This design comes from an exercise in tuning for a short achievable clock period and few clock cycles per item on the open sky130 flow, not from production work. Function was checked by simulation only, so behaviour that the tests miss may differ from the original. Power figures rest on the tool's default switching activity, not on a simulated workload.

==> inputs of job 7564 <==
## matmul_engine
module matmul_engine
#(
    parameter int DATA_WIDTH = matmul_pkg::DEF_DATA_WIDTH,
    parameter int BUS_WIDTH  = matmul_pkg::DEF_BUS_WIDTH,
    parameter int DIM        = matmul_pkg::DEF_DIM
) (
    input  logic                          clk_i,
    input  logic                          rst_i,
    input  logic                          start_i,
    input  logic                          mode_i,
    input  logic [DIM*DATA_WIDTH-1:0]     a_col_i,
    input  logic [DIM*DATA_WIDTH-1:0]     b_row_i,
    input  logic                          op_valid_i,
    output logic                          op_ready_o,
    input  logic [DIM*DIM*BUS_WIDTH-1:0]  c_i,
    output logic [DIM*DIM*BUS_WIDTH-1:0]  m_o,
    output logic [DIM*DIM-1:0]            flags_o,
    output logic                          busy_o,
    output logic                          done_o,
    output logic [$clog2(DIM+1)-1:0]      beat_cnt_o
);
    localparam int CW = $clog2(DIM + 1);
    logic          busy_q, done_q, ready_q;
    logic [CW-1:0] beat_cnt_q;
    logic          v1_q, last1_q, v2_q, last2_q;
    logic          load_q, mode_q;
    logic [DIM*DIM*BUS_WIDTH-1:0] c_q;
    logic start_ok, accept;
    assign start_ok = start_i && !busy_q;
    assign accept   = op_valid_i && ready_q;
    always_ff @(posedge clk_i) begin
        if (rst_i) begin
  ...
clock: 6.5 ns
lec_check: 0
abc_clock_period_in_ps: 100
cap_margin: 20
core_margin: 2
core_utilization: 40
place_density: 0.6
setup_slack_margin: 3.7
slew_margin: 20
standard.sh (not shown) runs the stock make flow with config.mk's settings and CLKGATE_MAP_FILE= SYNTH_SCRIPT=/design/flow/synth_recipe.tcl, a recipe that flattens the netlist after the stock synthesis.
==> flow/flow/run.sh <==
#!/bin/bash
# Layout flow: the standard flow, with the ports placed by flow/pins.tcl
# (sourced at the end of floorplan as ORFS's IO_CONSTRAINTS) instead of by
# the pin placer. Each step's output goes to its own log in this folder.
set -euo pipefail
bash standard.sh synth > run_synth.log 2>&1
bash standard.sh IO_CONSTRAINTS="$PWD/flow/pins.tcl" floorplan > run_floorplan.log 2>&1
bash standard.sh finish > run_finish.log 2>&1
==> flow/flow/pins.tcl <==
# Pin placement for matmul_engine: the ports of each result element (its
# c_i, m_o and flags_o bits) sit together on the die edge, so its cell can be
# placed by its pins. Elements go round the die row by row; each row's a_col_i
# byte and one b_row_i byte sit in the middle of the row's stretch.
set block [ord::get_db_block]
set dbu [[$block getTech] getDbUnitsPerMicron]
set die [$block getDieArea]
set W [expr {double([$die xMax]) / $dbu}]
set H [expr {double([$die yMax]) / $dbu}]

proc pe_pins {i j} {
    set e [expr {$i * 8 + $j}]
    set l {}
    for {set b 0} {$b < 16} {incr b} {
        set k [expr {$e * 16 + $b}]
        lappend l "c_i\[$k\]" "m_o\[$k\]"
    }
    lappend l "flags_o\[$e\]"
    return $l
}

set names {clk_i rst_i start_i mode_i op_valid_i op_ready_o busy_o done_o}
for {set b 0} {$b < 4} {incr b} { lappend names "beat_cnt_o\[$b\]" }
for {set i 0} {$i < 8} {incr i} {
    for {set j 0} {$j < 4} {incr j} { set names [concat $names [pe_pins $i $j]] }
    for {set b 0} {$b < 8} {incr b} { lappend names "a_col_i\[[expr {$i * 8 + $b}]\]" }
    for {set b 0} {$b < 8} {incr b} { lappend names "b_row_i\[[expr {$i * 8 + $b}]\]" }
    for {set j 4} {$j < 8} {incr j} { set names [concat $names [pe_pins $i $j]] }
}

set n [llength $names]
set m 6.0
set eb [expr {$W - 2 * $m}]
set er [expr {$H - 2 * $m}]
set len [expr {2 * $eb + 2 * $er}]
set k 0
foreach name $names {
    set p [expr {($k + 0.5) * $len / $n}]
    if {$p < $eb} {
        set x [expr {$m + $p}]; set y 0.0; set layer met2
    } elseif {$p < $eb + $er} {
        set x $W; set y [expr {$m + $p - $eb}]; set layer met3
    } elseif {$p < 2 * $eb + $er} {
        set x [expr {$W - $m - ($p - $eb - $er)}]; set y $H; set layer met2
    } else {
        set x 0.0; set y [expr {$H - $m - ($p - 2 * $eb - $er)}]; set layer met3
    }
    place_pin -pin_name $name -layer $layer -location [list $x $y] -force_to_die_boundary
    incr k
}
puts "placed $k pins"
==> job 4049: changes against job 7564 <==
--- a/flow/design.v
+++ b/flow/design.v
@@ -5,17 +5,17 @@
 endpackage
 module pe_sat (
     input  logic        clk_i,
     input  logic        rst_i,
     input  logic        load_i,      
     input  logic [15:0] init_i,      
     input  logic [7:0]  a_i,
     input  logic [7:0]  b_i,
-    input  logic        acc_en_i,    
+    input  logic        pv_i,        
     output logic [15:0] acc_o,
     output logic        flag_o
 );
     logic [15:0] acc_q;
     logic        flag_q;
     wire [8:0] bx = {b_i, 1'b0};
     wire m_0 = bx[1] ^ bx[0];
     wire m_1 = (bx[2] & ~bx[1] & ~bx[0]) | (~bx[2] & bx[1] & bx[0]);
@@ -130,51 +130,50 @@
     wire p_neg = (a_i[7] ^ b_i[7]) & (|a_i) & (|b_i);
     wire p_nz  = (|a_i) & (|b_i);
     logic [15:0] px_q, py_q, p_q;
     logic        pneg_q, pneg2_q;
     always_ff @(posedge clk_i) begin
         px_q    <= row_x;
         py_q    <= row_y;
         pneg_q  <= p_neg;
-        p_q     <= px_q + py_q;
-        pneg2_q <= pneg_q;
+    end
+    always_ff @(posedge clk_i) begin
+        if (rst_i || !pv_i) begin
+            p_q     <= '0;
+            pneg2_q <= 1'b0;
+        end else begin
+            p_q     <= px_q + py_q;
+            pneg2_q <= pneg_q;
+        end
     end
     wire [15:0] sum = acc_q + p_q;
     wire        overflow = ~(acc_q[15] ^ pneg2_q) & (sum[15] ^ acc_q[15]);
+    wire [15:0] sat_sum = overflow ? (acc_q[15] ? 16'h8000 : 16'h7fff) : sum;
     always_ff @(posedge clk_i) begin
         if (rst_i) begin
             acc_q  <= '0;
             flag_q <= 1'b0;
         end else if (load_i) begin
             acc_q  <= init_i;
             flag_q <= 1'b0;
-        end else if (acc_en_i) begin
-            if (overflow) begin
-                acc_q  <= acc_q[15] ? 16'h8000 : 16'h7fff;
-                flag_q <= 1'b1;
-            end else begin
-                acc_q  <= sum;
-            end
+        end else begin
+            acc_q  <= sat_sum;
+            flag_q <= flag_q | overflow;
         end
     end
     logic [15:0] res_q;
     logic        rflag_q;
     always_ff @(posedge clk_i) begin
         if (rst_i) begin
             res_q   <= '0;
             rflag_q <= 1'b0;
-        end else if (acc_en_i) begin
-            if (overflow) begin
-                res_q   <= acc_q[15] ? 16'h8000 : 16'h7fff;
-                rflag_q <= 1'b1;
-            end else begin
-                res_q   <= sum;
-                rflag_q <= flag_q;
-            end
+        end else begin
+            res_q   <= sat_sum;
+            rflag_q <= flag_q | overflow;
         end
     end
     assign acc_o  = res_q;
     assign flag_o = rflag_q;
 endmodule
 module matmul_engine
 #(
     parameter int DATA_WIDTH = matmul_pkg::DEF_DATA_WIDTH,
@@ -194,38 +193,36 @@
     output logic [DIM*DIM-1:0]            flags_o,
     output logic                          busy_o,
     output logic                          done_o,
     output logic [$clog2(DIM+1)-1:0]      beat_cnt_o
 );
     localparam int CW = $clog2(DIM + 1);
     logic          busy_q, done_q, ready_q;
     logic [CW-1:0] beat_cnt_q;
-    logic          v1_q, last1_q, v2_q, last2_q;
+    logic          v1_q, last1_q, last2_q;
     logic          load_q, mode_q;
     logic [DIM*DIM*BUS_WIDTH-1:0] c_q;
     logic start_ok, accept;
     assign start_ok = start_i && !busy_q;
     assign accept   = op_valid_i && ready_q;
     always_ff @(posedge clk_i) begin
         if (rst_i) begin
             busy_q     <= 1'b0;
             done_q     <= 1'b0;
             ready_q    <= 1'b0;
             beat_cnt_q <= '0;
             v1_q       <= 1'b0;
             last1_q    <= 1'b0;
-            v2_q       <= 1'b0;
             last2_q    <= 1'b0;
             load_q     <= 1'b0;
         end else begin
             load_q  <= start_ok;
             v1_q    <= accept;
             last1_q <= accept && (beat_cnt_q == CW'(DIM - 1));
-            v2_q    <= v1_q;
             last2_q <= last1_q;
             done_q  <= last2_q;
             if (start_ok) begin
                 busy_q     <= 1'b1;
                 ready_q    <= 1'b1;
                 beat_cnt_q <= '0;
             end else begin
                 if (accept) begin
@@ -248,15 +245,15 @@
         for (genvar j = 0; j < DIM; j++) begin : g_col
             pe_sat u_pe (
                 .clk_i    (clk_i),
                 .rst_i    (rst_i),
                 .load_i   (load_q),
                 .init_i   (mode_q ? c_q[(i*DIM+j)*BUS_WIDTH +: BUS_WIDTH] : 16'd0),
                 .a_i      (a_col_i[i*DATA_WIDTH +: DATA_WIDTH]),
                 .b_i      (b_row_i[j*DATA_WIDTH +: DATA_WIDTH]),
-                .acc_en_i (v2_q),
+                .pv_i     (v1_q),
                 .acc_o    (m_o[(i*DIM+j)*BUS_WIDTH +: BUS_WIDTH]),
                 .flag_o   (flags_o[i*DIM+j])
             );
         end
     end
 endmodule
--- a/flow/flow/pins.tcl
+++ b/flow/flow/pins.tcl
@@ -14,19 +14,24 @@
     for {set b 0} {$b < 16} {incr b} {
         set k [expr {$e * 16 + $b}]
         lappend l "c_i\[$k\]" "m_o\[$k\]"
     }
     lappend l "flags_o\[$e\]"
     return $l
 }
 
-set names {clk_i rst_i start_i mode_i op_valid_i op_ready_o busy_o done_o}
-for {set b 0} {$b < 4} {incr b} { lappend names "beat_cnt_o\[$b\]" }
+# The control ports, the clock among them, go between the first two rows'
+# stretches (the middle of the bottom edge), so the clock enters near the
+# middle of a side.
+set ctrl {rst_i start_i mode_i op_valid_i op_ready_o busy_o clk_i done_o}
+for {set b 0} {$b < 4} {incr b} { lappend ctrl "beat_cnt_o\[$b\]" }
+set names {}
 for {set i 0} {$i < 8} {incr i} {
+    if {$i == 1} { set names [concat $names $ctrl] }
     for {set j 0} {$j < 4} {incr j} { set names [concat $names [pe_pins $i $j]] }
     for {set b 0} {$b < 8} {incr b} { lappend names "a_col_i\[[expr {$i * 8 + $b}]\]" }
     for {set b 0} {$b < 8} {incr b} { lappend names "b_row_i\[[expr {$i * 8 + $b}]\]" }
     for {set j 4} {$j < 8} {incr j} { set names [concat $names [pe_pins $i $j]] }
 }
 
 set n [llength $names]
 set m 6.0
- CORE_UTILIZATION: 40 -> 45
==> job 5877: changes against job 7564 <==
--- a/flow/design.v
+++ b/flow/design.v
@@ -5,17 +5,17 @@
 endpackage
 module pe_sat (
     input  logic        clk_i,
     input  logic        rst_i,
     input  logic        load_i,      
     input  logic [15:0] init_i,      
     input  logic [7:0]  a_i,
     input  logic [7:0]  b_i,
-    input  logic        acc_en_i,    
+    input  logic        pv_i,        
     output logic [15:0] acc_o,
     output logic        flag_o
 );
     logic [15:0] acc_q;
     logic        flag_q;
     wire [8:0] bx = {b_i, 1'b0};
     wire m_0 = bx[1] ^ bx[0];
     wire m_1 = (bx[2] & ~bx[1] & ~bx[0]) | (~bx[2] & bx[1] & bx[0]);
@@ -130,51 +130,50 @@
     wire p_neg = (a_i[7] ^ b_i[7]) & (|a_i) & (|b_i);
     wire p_nz  = (|a_i) & (|b_i);
     logic [15:0] px_q, py_q, p_q;
     logic        pneg_q, pneg2_q;
     always_ff @(posedge clk_i) begin
         px_q    <= row_x;
         py_q    <= row_y;
         pneg_q  <= p_neg;
-        p_q     <= px_q + py_q;
-        pneg2_q <= pneg_q;
+    end
+    always_ff @(posedge clk_i) begin
+        if (rst_i || !pv_i) begin
+            p_q     <= '0;
+            pneg2_q <= 1'b0;
+        end else begin
+            p_q     <= px_q + py_q;
+            pneg2_q <= pneg_q;
+        end
     end
     wire [15:0] sum = acc_q + p_q;
     wire        overflow = ~(acc_q[15] ^ pneg2_q) & (sum[15] ^ acc_q[15]);
+    wire [15:0] sat_sum = overflow ? (acc_q[15] ? 16'h8000 : 16'h7fff) : sum;
     always_ff @(posedge clk_i) begin
         if (rst_i) begin
             acc_q  <= '0;
             flag_q <= 1'b0;
         end else if (load_i) begin
             acc_q  <= init_i;
             flag_q <= 1'b0;
-        end else if (acc_en_i) begin
-            if (overflow) begin
-                acc_q  <= acc_q[15] ? 16'h8000 : 16'h7fff;
-                flag_q <= 1'b1;
-            end else begin
-                acc_q  <= sum;
-            end
+        end else begin
+            acc_q  <= sat_sum;
+            flag_q <= flag_q | overflow;
         end
     end
     logic [15:0] res_q;
     logic        rflag_q;
     always_ff @(posedge clk_i) begin
         if (rst_i) begin
             res_q   <= '0;
             rflag_q <= 1'b0;
-        end else if (acc_en_i) begin
-            if (overflow) begin
-                res_q   <= acc_q[15] ? 16'h8000 : 16'h7fff;
-                rflag_q <= 1'b1;
-            end else begin
-                res_q   <= sum;
-                rflag_q <= flag_q;
-            end
+        end else begin
+            res_q   <= sat_sum;
+            rflag_q <= flag_q | overflow;
         end
     end
     assign acc_o  = res_q;
     assign flag_o = rflag_q;
 endmodule
 module matmul_engine
 #(
     parameter int DATA_WIDTH = matmul_pkg::DEF_DATA_WIDTH,
@@ -194,38 +193,36 @@
     output logic [DIM*DIM-1:0]            flags_o,
     output logic                          busy_o,
     output logic                          done_o,
     output logic [$clog2(DIM+1)-1:0]      beat_cnt_o
 );
     localparam int CW = $clog2(DIM + 1);
     logic          busy_q, done_q, ready_q;
     logic [CW-1:0] beat_cnt_q;
-    logic          v1_q, last1_q, v2_q, last2_q;
+    logic          v1_q, last1_q, last2_q;
     logic          load_q, mode_q;
     logic [DIM*DIM*BUS_WIDTH-1:0] c_q;
     logic start_ok, accept;
     assign start_ok = start_i && !busy_q;
     assign accept   = op_valid_i && ready_q;
     always_ff @(posedge clk_i) begin
         if (rst_i) begin
             busy_q     <= 1'b0;
             done_q     <= 1'b0;
             ready_q    <= 1'b0;
             beat_cnt_q <= '0;
             v1_q       <= 1'b0;
             last1_q    <= 1'b0;
-            v2_q       <= 1'b0;
             last2_q    <= 1'b0;
             load_q     <= 1'b0;
         end else begin
             load_q  <= start_ok;
             v1_q    <= accept;
             last1_q <= accept && (beat_cnt_q == CW'(DIM - 1));
-            v2_q    <= v1_q;
             last2_q <= last1_q;
             done_q  <= last2_q;
             if (start_ok) begin
                 busy_q     <= 1'b1;
                 ready_q    <= 1'b1;
                 beat_cnt_q <= '0;
             end else begin
                 if (accept) begin
@@ -248,15 +245,15 @@
         for (genvar j = 0; j < DIM; j++) begin : g_col
             pe_sat u_pe (
                 .clk_i    (clk_i),
                 .rst_i    (rst_i),
                 .load_i   (load_q),
                 .init_i   (mode_q ? c_q[(i*DIM+j)*BUS_WIDTH +: BUS_WIDTH] : 16'd0),
                 .a_i      (a_col_i[i*DATA_WIDTH +: DATA_WIDTH]),
                 .b_i      (b_row_i[j*DATA_WIDTH +: DATA_WIDTH]),
-                .acc_en_i (v2_q),
+                .pv_i     (v1_q),
                 .acc_o    (m_o[(i*DIM+j)*BUS_WIDTH +: BUS_WIDTH]),
                 .flag_o   (flags_o[i*DIM+j])
             );
         end
     end
 endmodule
--- a/flow/flow/pins.tcl
+++ b/flow/flow/pins.tcl
@@ -14,19 +14,24 @@
     for {set b 0} {$b < 16} {incr b} {
         set k [expr {$e * 16 + $b}]
         lappend l "c_i\[$k\]" "m_o\[$k\]"
     }
     lappend l "flags_o\[$e\]"
     return $l
 }
 
-set names {clk_i rst_i start_i mode_i op_valid_i op_ready_o busy_o done_o}
-for {set b 0} {$b < 4} {incr b} { lappend names "beat_cnt_o\[$b\]" }
+# The control ports, the clock among them, go between the first two rows'
+# stretches (the middle of the bottom edge), so the clock enters near the
+# middle of a side.
+set ctrl {rst_i start_i mode_i op_valid_i op_ready_o busy_o clk_i done_o}
+for {set b 0} {$b < 4} {incr b} { lappend ctrl "beat_cnt_o\[$b\]" }
+set names {}
 for {set i 0} {$i < 8} {incr i} {
+    if {$i == 1} { set names [concat $names $ctrl] }
     for {set j 0} {$j < 4} {incr j} { set names [concat $names [pe_pins $i $j]] }
     for {set b 0} {$b < 8} {incr b} { lappend names "a_col_i\[[expr {$i * 8 + $b}]\]" }
     for {set b 0} {$b < 8} {incr b} { lappend names "b_row_i\[[expr {$i * 8 + $b}]\]" }
     for {set j 4} {$j < 8} {incr j} { set names [concat $names [pe_pins $i $j]] }
 }
 
 set n [llength $names]
 set m 6.0
- CAP_MARGIN: 20 -> 40
- CORE_UTILIZATION: 40 -> 45
- SLEW_MARGIN: 20 -> 40
==> comparison table <==
| quantity | job 7564 | job 4049 | job 5877 |
|---|---|---|---|
| Run status | failed layout checks | finished clean | finished clean |
| Layout check failures | capacitance limit, slew limit | - | - |
| Crit start category | flip-flop | input pin | input pin |
| Total length of routed met3 wires | 180 mm | 162 mm | 165 mm |
| Most frequent cell on the critical path | sky130_fd_sc_hd__a21o_1 | - | sky130_fd_sc_hd__buf_12 |
| Sequential cell count | 6285 | 6284 | 6284 |
| Worst Setup EP | g_row[7].g_col[0].u_pe.acc_q[5] | g_row[7].g_col[4].u_pe.py_q[14] | g_row[4].g_col[6].u_pe.acc_q[6] |
| Leakage dissipation | 181 nW | 175 nW | 176 nW |
| GRT met1 Usage | 46.4% | 47.8% | 47.5% |
| Arithmetic-cell share of the synthesized area counting full adders, half adders and majority gates | 16.5% | 16.6% | 16.6% |
| Multi-input gate share of the layout cell area | 48.5% | 49.0% | 48.9% |
| Power Density | 428 mW/mm^2 | 393 mW/mm^2 | 391 mW/mm^2 |
| Setup slack of the worst register-to-register path | 3.40 ns | 3.53 ns | 3.57 ns |
| Number of non-clock inverters | 2194 | 1935 | 1931 |
| Net load switching power | 0.0805 W | 0.0650 W | 0.0653 W |
| Sw frac | 42.4% | 39.8% | 40.0% |
| Worst-path maximum fanout | 8 | 11 | 128 |
| Seq cells post-synth | 6285 | 6284 | 6284 |
| Die area | 0.828 mm^2 | 0.730 mm^2 | 0.730 mm^2 |
| Routing usage on met2 | 53.7% | 55.9% | 55.7% |
| Placed Cells incl. Taps | 46485 | 45301 | 45323 |
| Number of global-route vias before repair | 279730 | 266459 | 266920 |
| Worst setup path class | flip-flop to flip-flop | input pin to flip-flop | input pin to flip-flop |
| Clock network fraction of design power | 22.8% | 26.0% | 25.6% |
| Routed wirelength normalized by instance count | 32.6 um | 31.0 um | 31.0 um |
Testbench counts of job 7564, summed over its fixed seeds: cycles 17,608, items 1,600.
Testbench counts of job 4049, summed over its fixed seeds: cycles 17,608, items 1,600.
Testbench counts of job 5877, summed over its fixed seeds: cycles 17,608, items 1,600.

[separate check: timing with driven ports]
Ports are ideal in the flow. The routed layouts listed here were re-timed in OpenROAD.
Step 1: set_driving_cell puts a clkbuf_16 on clk_i and a buf_2 on each other input, an assumption about the parent block.
Step 2 adds t to the input delays and takes it off the output delays; t is the mean of the earliest and latest rising clock arrival at the registers after step 1. Input paths then give back, and output paths get back, about the clock's delay inside the block.
a / b / c = ideal ports / drivers / drivers and shift; a / b = the first two.
| run | shift t [ns] | setup WS [ns] | worst setup path after step 2 | slew at the worst register clock pin (ns) | pins driven straight from the clock port |
|---|---|---|---|---|---|
| job 7564 | 1.303 | 3.399 / 3.237 / 1.934 | input to register | 0.07 / 0.07 | 1 |
| job 4049 | 1.254 | 3.530 / 3.266 / 2.012 | input to register | 0.07 / 0.07 | 1 |
| job 5877 | 1.254 | 3.517 / 3.223 / 1.969 | input to register | 0.07 / 0.07 | 1 |
The setup slack of job 5877, which loses most, moves by -0.294 ns with the drivers and by -1.548 ns with both steps.
